This is an optimization exercise on Yosys and OpenROAD, whose aim is small area, a short achievable clock period and few clock cycles, not a production implementation.
RTL that was checked went through simulation tests only; none was proved equivalent to the original.
The flow treats the clock pin as an ideal source. Dropping or thinning the clock tree relies on that and would not hold on a real chip.
Power figures rest on the tool's default switching activity, not on a simulated workload.

==> flow/design.v (excerpt) <==
module mpd_top (
  input  wire logic           CLK,
  input  wire logic           RST_N,
  input  wire logic           rx_valid,
  input  wire mpd_pkg::byte_t rx_data,
  input  wire logic           rx_last,
  output logic                rx_ready,
  input  wire logic           fw_valid,
  input  wire logic           fw_safe,
  output logic                hdr_valid,
  output mpd_pkg::hdr_u       hdr,
  output logic                tx_valid,
  output mpd_pkg::byte_t      tx_data,
  output logic                tx_last
);
  localparam int AW    = 6;
  localparam int DEPTH = 1 << AW;
  localparam int FW    = 2;
  localparam int NFR   = 1 << FW;
  localparam int HL    = mpd_pkg::HDR_LEN;
  typedef logic [AW:0] ptr_t;
  typedef logic [FW:0] fptr_t;
  function automatic ptr_t inc(input ptr_t v);
    logic c;
    c = 1'b1;
    for (int i = 0; i <= AW; i++) begin
      inc[i] = v[i] ^ c;
      c      = c & v[i];
    end
  endfunction
  mpd_pkg::byte_t mem [DEPTH];
  logic           acc;
  logic           a_infr;      
  ptr_t           wp;          
  ptr_t           wp1;
  logic [4:0]     hcnt;
  ...
For scale: ~770 flip-flops, about 190 I/O pins, ~28,000 µm² of cells after synthesis.
clock: 7.0 ns
lec_check: 0
cap_margin: 20
core_margin: 2
core_utilization: 70
cts_buf_list: sky130_fd_sc_hd__clkbuf_16
cts_cluster_diameter: 100
cts_cluster_size: 24
place_density: 0.8
setup_slack_margin: 4.65
slew_margin: 20
standard.sh (not shown) runs the stock make flow with config.mk's settings and CLKGATE_MAP_FILE= SYNTH_SCRIPT=/design/flow/synth_recipe.tcl, a recipe that flattens the netlist after the stock synthesis.
==> flow/flow/run.sh <==
#!/bin/bash
# The standard layout (the standard.sh), with the clock tree built by flow/cts_hook.tcl
# instead of TritonCTS. ORFS keeps each step's log under orfs/logs; make's own output goes
# to standard.log.
set -euo pipefail
export PRE_CTS_TCL="$PWD/flow/cts_hook.tcl"
bash standard.sh > standard.log 2>&1
Other scripts of this flow, unchanged in this note and not shown: flow/flow/cts_hook.tcl, flow/flow/mytree.tcl
Testbench counts at the start, summed over its fixed seeds: cycles 46,082.
==> next run, changes <==
Settings changed: SETUP_SLACK_MARGIN 4.65 to 4.6.
Outcome: Critical path depth goes up by 5. Area after synthesis is unchanged. First-iteration DRC count fell by 2.9%. Die area is unchanged. Final area goes down by 0.63%. Register-to-register slack loses 0.03 ns. Final cell count came out lower by 0.56%. Global-route usage decreases by 0.84 points. Routed wire length went down by 3.4%. Sequential cell count is unchanged.
==> next run, changes <==
Settings changed: CORE_UTILIZATION 70 to 65, PLACE_DENSITY 0.8 to 0.75.
=> Worst setup slack gains 0.0062 ns; synthesized cell count is unchanged; design area rises by 0.74%; wire length rises by 0.79%; hold slack stays flat; combinational power rises by about 3%; flip-flop and latch count does not change; global-route usage falls by 2.6 points; clock skew rises by 0.0036 ns; die area rises by 7.5%; via count falls by 1.8%.
==> next run, changes <==
Settings changed: CORE_UTILIZATION 65 to 70, PLACE_DENSITY 0.75 to 0.8, SETUP_SLACK_MARGIN 4.6 to 4.7, TNS_END_PERCENT from default to 5.
Result: The new run produced a clean layout; sequential power barely changes; via count increases by 2.7%; final area climbs by 1.6%; first-iteration DRC count climbs by 5.3%.
No run of this note takes its clock network from TritonCTS; it comes from the design's own scripts or RTL.


Another version of the RTL of mpd_top (not shown whole).
For scale: about 28000 µm² of cells after synthesis.
Settings: LEC_CHECK=0, CAP_MARGIN=20, CORE_MARGIN=2, CORE_UTILIZATION=60, CTS_BUF_LIST=sky130_fd_sc_hd__clkbuf_8 sky130_fd_sc_hd__clkbuf_16, CTS_CLUSTER_DIAMETER=80, CTS_CLUSTER_SIZE=30, PLACE_DENSITY=0.7, SETUP_SLACK_MARGIN=4.5, SLEW_MARGIN=20; clock period 7.0 ns.
run.sh (not shown) runs the stock make flow with config.mk's settings and CLKGATE_MAP_FILE= SYNTH_SCRIPT=/design/flow/synth_recipe.tcl, a recipe that flattens the netlist after the stock synthesis.
Stock flow here: none of the scripts above is used.
The starting point went through all stages and came out clean.
Testbench counts at the start, summed over its fixed seeds: cycles 45,939.
Rerun with:
- CTS_BUF_LIST: sky130_fd_sc_hd__clkbuf_8 sky130_fd_sc_hd__clkbuf_16 -> sky130_fd_sc_hd__clkbuf_4 sky130_fd_sc_hd__clkbuf_8
- CTS_CLUSTER_DIAMETER: 80 -> not set
- CTS_CLUSTER_SIZE: 30 -> not set
- SETUP_SLACK_MARGIN: 4.5 -> 4.3
After rerunning:
- sequential share of layout area goes up by 2.6 points
- via count goes down by about 0.9%
- clock skew goes up by 0.025 ns
- combinational power goes down by about 18%
- worst hold slack is worse by 0.015 ns


mpd_top with an RTL version that a note above also has.
For scale: about 1600 cells after synthesis, ~770 flip-flops, roughly 190 I/O pins.
Settings: LEC_CHECK=0, CAP_MARGIN=20, CORE_MARGIN=2, CORE_UTILIZATION=70, CTS_BUF_LIST=sky130_fd_sc_hd__clkbuf_16, CTS_CLUSTER_DIAMETER=100, CTS_CLUSTER_SIZE=24, PLACE_DENSITY=0.8, SETUP_SLACK_MARGIN=4.7, SLEW_MARGIN=20; clock period 7.0 ns.
standard.sh (not shown) runs the stock make flow with config.mk's settings and CLKGATE_MAP_FILE= SYNTH_SCRIPT=/design/flow/synth_recipe.tcl, a recipe that flattens the netlist after the stock synthesis.
Scripts as last shown in full above: flow/flow/run.sh
Other scripts of this flow, unchanged in this note and not shown: flow/flow/cts_hook.tcl, flow/flow/mytree.tcl
Testbench counts at the start, summed over its fixed seeds: cycles 46,082.
==> next run, changes <==
--- a/flow/config.mk
+++ b/flow/config.mk
@@ -14,3 +14,4 @@
 export PLACE_DENSITY = 0.8
-export SETUP_SLACK_MARGIN = 4.7
+export SETUP_SLACK_MARGIN = 4.6
 export SLEW_MARGIN = 20
+export TNS_END_PERCENT = 5
What happened: Total power fell by 1.2%; synthesized cell count does not change; routed wire length fell by 0.77%; global-route usage fell by 0.34 points; worst hold slack is better by 16 ps; final area rose by 0.87%; sequential power stays flat; clock skew rose by 7.2 ps; maximum frequency fell by 10%; die area does not change.
No run of this note takes its clock network from TritonCTS; it comes from the design's own scripts or RTL.


The RTL this note starts from:
==> flow/design.v <==
`default_nettype none
package mpd_pkg;
  localparam int BYTE_W    = 8;
  localparam int NUM_SLOTS = 4;
  localparam int MEM_DEPTH = 64;
  localparam int HDR_LEN   = 20;
  typedef logic [BYTE_W-1:0]                byte_t;
  typedef logic [$clog2(NUM_SLOTS)-1:0]     slot_t;
  typedef logic [$clog2(MEM_DEPTH)-1:0]     addr_t;
  typedef logic [$clog2(MEM_DEPTH+1)-1:0]   len_t;
  typedef struct packed {
    logic  en;
    logic  first;
    logic  last;
    byte_t data;
  } wr_req_t;
  typedef struct packed {
    logic  en;
    slot_t slot;
    addr_t addr;
  } rd_req_t;
  typedef struct packed {
    logic  en;
    slot_t slot;
  } free_req_t;
  typedef struct packed {
    logic [47:0] dst_mac;
    logic [47:0] src_mac;
    logic [15:0] ether_type;
    logic [47:0] rest;
  } hdr_fields_t;
  typedef union packed {
    hdr_fields_t                fields;
    byte_t [0:HDR_LEN-1]        lanes;
  } hdr_u;
endpackage
`default_nettype wire
`default_nettype none
module mpd_top (
  input  wire logic           CLK,
  input  wire logic           RST_N,
  input  wire logic           rx_valid,
  input  wire mpd_pkg::byte_t rx_data,
  input  wire logic           rx_last,
  output logic                rx_ready,
  input  wire logic           fw_valid,
  input  wire logic           fw_safe,
  output logic                hdr_valid,
  output mpd_pkg::hdr_u       hdr,
  output logic                tx_valid,
  output mpd_pkg::byte_t      tx_data,
  output logic                tx_last
);
  localparam int AW    = 6;
  localparam int DEPTH = 1 << AW;
  localparam int FW    = 2;
  localparam int NFR   = 1 << FW;
  localparam int HL    = mpd_pkg::HDR_LEN;
  typedef logic [AW:0] ptr_t;
  typedef logic [FW:0] fptr_t;
  mpd_pkg::byte_t mem [DEPTH];
  logic           acc;
  logic           a_infr;      
  ptr_t           wp;          
  logic [4:0]     hcnt;
  logic [4:0]     hidx;
  assign acc  = rx_valid && rx_ready;
  assign hidx = a_infr ? hcnt : 5'd0;
  always_ff @(posedge CLK) begin
    if (acc)
      mem[wp[AW-1:0]] <= rx_data;
  end
  mpd_pkg::byte_t zd;
  assign zd = a_infr ? rx_data : '0;
  always_ff @(posedge CLK) begin
    if (acc && !a_infr)
      hdr.lanes[0] <= rx_data;
    for (int i = 1; i < HL; i++) begin
      if (acc && (!a_infr || hcnt == 5'(i)))
        hdr.lanes[i] <= zd;
    end
    if (acc)
      hcnt <= (hidx == 5'(HL)) ? hidx : hidx + 1'b1;
  end
  ptr_t  fq_end  [NFR];
  logic  fq_safe [NFR];
  fptr_t fwp;                  
  fptr_t fdp;                  
  fptr_t frp;                  
  always_ff @(posedge CLK) begin
    if (acc && rx_last)
      fq_end[fwp[FW-1:0]] <= wp + 1'b1;
    if (fw_valid)
      fq_safe[fdp[FW-1:0]] <= fw_safe;
  end
  ptr_t  rp;
  ptr_t  rp_n;
  ptr_t  cur_end;
  ptr_t  end_n;
  ptr_t  head_end;
  logic  head_safe;
  logic  head_rdy;
  logic  h_dec;                
  logic  h_safe;               
  fptr_t ndec;                 
  fptr_t frp1;
  assign ndec = fdp - frp;
  assign frp1 = frp + 1'b1;
  logic  busy;
  logic  at_last;              
  logic  take;
  logic  start;
  logic  send;
  logic  drop;
  logic  last_byte;
  always_ff @(posedge CLK) begin
    if (take)
      h_safe <= (ndec > fptr_t'(1)) ? fq_safe[frp1[FW-1:0]] : fw_safe;
    else
      h_safe <= (ndec != '0) ? fq_safe[frp[FW-1:0]] : fw_safe;
  end
  assign head_end  = fq_end[frp[FW-1:0]];
  assign head_safe = h_safe;
  assign head_rdy  = h_dec;
  assign take      = head_rdy && (!busy || at_last);
  assign start     = take && head_safe && !busy;
  assign send      = busy || start;
  assign drop      = take && !head_safe;
  assign last_byte = busy ? at_last : rp + 1'b1 == head_end;
  assign rp_n      = drop ? head_end : send ? rp + 1'b1 : rp;
  assign end_n     = (take && head_safe) ? head_end : cur_end;
  localparam int GW = AW / 2;
  localparam int NG = 1 << GW;
  logic [NG-1:0]  rs_lo;       
  logic [NG-1:0]  rs_hi;       
  mpd_pkg::byte_t grp [NG];
  mpd_pkg::byte_t rd_byte;
  always_comb begin
    rd_byte = '0;
    for (int g = 0; g < NG; g++) begin
      grp[g] = '0;
      for (int i = 0; i < NG; i++)
        grp[g] = grp[g] | (mem[g*NG+i] & {8{rs_lo[i]}});
      rd_byte = rd_byte | (grp[g] & {8{rs_hi[g]}});
    end
  end
  always_ff @(posedge CLK or negedge RST_N) begin
    if (!RST_N) begin
      rs_lo <= NG'(1);
      rs_hi <= NG'(1);
    end else begin
      for (int i = 0; i < NG; i++) begin
        rs_lo[i] <= rp_n[GW-1:0] == GW'(i);
        rs_hi[i] <= rp_n[AW-1:GW] == GW'(i);
      end
    end
  end
  always_ff @(posedge CLK) begin
    tx_data <= rd_byte;
    cur_end <= end_n;
    at_last <= rp + 2'd2 == end_n;
  end
  ptr_t  used;
  fptr_t nfq;
  logic  a_infr_n;
  logic  room_byte;
  logic  room_frame;
  logic  h_dec_n;
  logic  busy_n;
  assign h_dec_n = fw_valid || ndec > fptr_t'(1) || (ndec == fptr_t'(1) && !take);
  assign busy_n  = (take && head_safe) ? !(start && last_byte) : (busy && !at_last);
  assign used       = wp - rp;
  assign nfq        = fwp - frp;
  assign a_infr_n   = acc ? !rx_last : a_infr;
  assign room_byte  = busy_n || h_dec_n ||
                      ((send || drop) ? !(used == ptr_t'(DEPTH) && acc)
                                      : !(used == ptr_t'(DEPTH) || (used == ptr_t'(DEPTH - 1) && acc)));
  assign room_frame = take || !(nfq == fptr_t'(NFR) || (nfq == fptr_t'(NFR - 1) && acc && rx_last));
  always_ff @(posedge CLK or negedge RST_N) begin
    if (!RST_N) begin
      rx_ready  <= 1'b0;
      a_infr    <= 1'b0;
      wp        <= '0;
      hdr_valid <= 1'b0;
      fwp       <= '0;
      fdp       <= '0;
      frp       <= '0;
      h_dec     <= 1'b0;
      rp        <= '0;
      busy      <= 1'b0;
      tx_valid  <= 1'b0;
      tx_last   <= 1'b0;
    end else begin
      rx_ready  <= room_byte && (a_infr_n || room_frame);
      a_infr    <= a_infr_n;
      if (acc)
        wp <= wp + 1'b1;
      if (acc && rx_last)
        fwp <= fwp + 1'b1;
      hdr_valid <= acc && rx_last;
      if (fw_valid)
        fdp <= fdp + 1'b1;
      if (take)
        frp <= frp + 1'b1;
      h_dec <= h_dec_n;
      rp <= rp_n;
      busy <= busy_n;
      tx_valid <= send;
      tx_last  <= send && last_byte;
    end
  end
endmodule
`default_nettype wire
Settings: LEC_CHECK=0, CAP_MARGIN=20, CORE_MARGIN=2, CORE_UTILIZATION=70, CTS_BUF_LIST=sky130_fd_sc_hd__clkbuf_16, CTS_CLUSTER_DIAMETER=100, CTS_CLUSTER_SIZE=24, PLACE_DENSITY=0.8, SETUP_SLACK_MARGIN=4.5, SLEW_MARGIN=20; clock period 7.0 ns.
Scripts as last shown in full above: flow/flow/run.sh
Other scripts of this flow, unchanged in this note and not shown: flow/flow/cts_hook.tcl, flow/flow/mytree.tcl
The first run completed without violations.
Then changed:
Settings changed: SETUP_SLACK_MARGIN 4.5 to 4.6.
Result: Register-to-register slack loses 0.02 ns; routed wire length stays flat; die area stays the same; worst setup slack gets worse by 0.016 ns; global-route usage decreases by 0.15 points; clock power hardly moves; hold slack barely changes; critical path depth drops by 1; total power barely changes; clock skew is lower by 0.0062 ns.
Function was not checked in any run of this note: the RTL went through the layout flow alone. No run of this note takes its clock network from TritonCTS; it comes from the design's own scripts or RTL.

-- port drivers added, routing unchanged --
The flow's constraints put no driver on any port. The routed layouts listed below were extracted and timed again, unchanged, in two steps. Step 1 assumes that a clkbuf_16 drives the clock port and a buf_2 every other input. Step 2, shift: input delay + t, output delay - t, t = (earliest + latest rising clock arrival at the registers) / 2. This alone moves slack from input paths to output paths. Three values: ideal, step 1, step 2; two values: the first two.
run	t, ns	setup slack, ns	clock arrival spread, ns	worst slew at a driven data input, ns
the first run of note 1	0.494	4.547 / 4.426 / 4.186	0.028 / 0.028	0.07
the second run of note 1	0.491	4.605 / 4.504 / 4.206	0.022 / 0.022	0.04
the third run of note 1	0.497	4.612 / 4.484 / 4.220	0.023 / 0.023	0.04
the fourth run of note 1	0.492	4.454 / 4.332 / 4.099	0.024 / 0.024	0.04
the first run of note 2	0.666	4.203 / 4.203 / 3.629	0.028 / 0.028	0.08
the second run of note 2	0.780	4.201 / 4.173 / 3.606	0.054 / 0.055	0.03
the first run of note 3	0.502	4.601 / 4.474 / 4.196	0.026 / 0.025	0.06
the second run of note 3	0.493	4.335 / 4.212 / 3.971	0.027 / 0.027	0.03
the first run of note 4	0.497	4.455 / 4.379 / 4.139	0.021 / 0.022	0.03
the second run of note 4	0.499	4.439 / 4.439 / 4.136	0.016 / 0.016	0.07
After both steps every run listed still meets setup and hold. The setup slack of the second run of note 2, which loses most, moves by -0.028 ns with the drivers and by -0.595 ns with both steps.
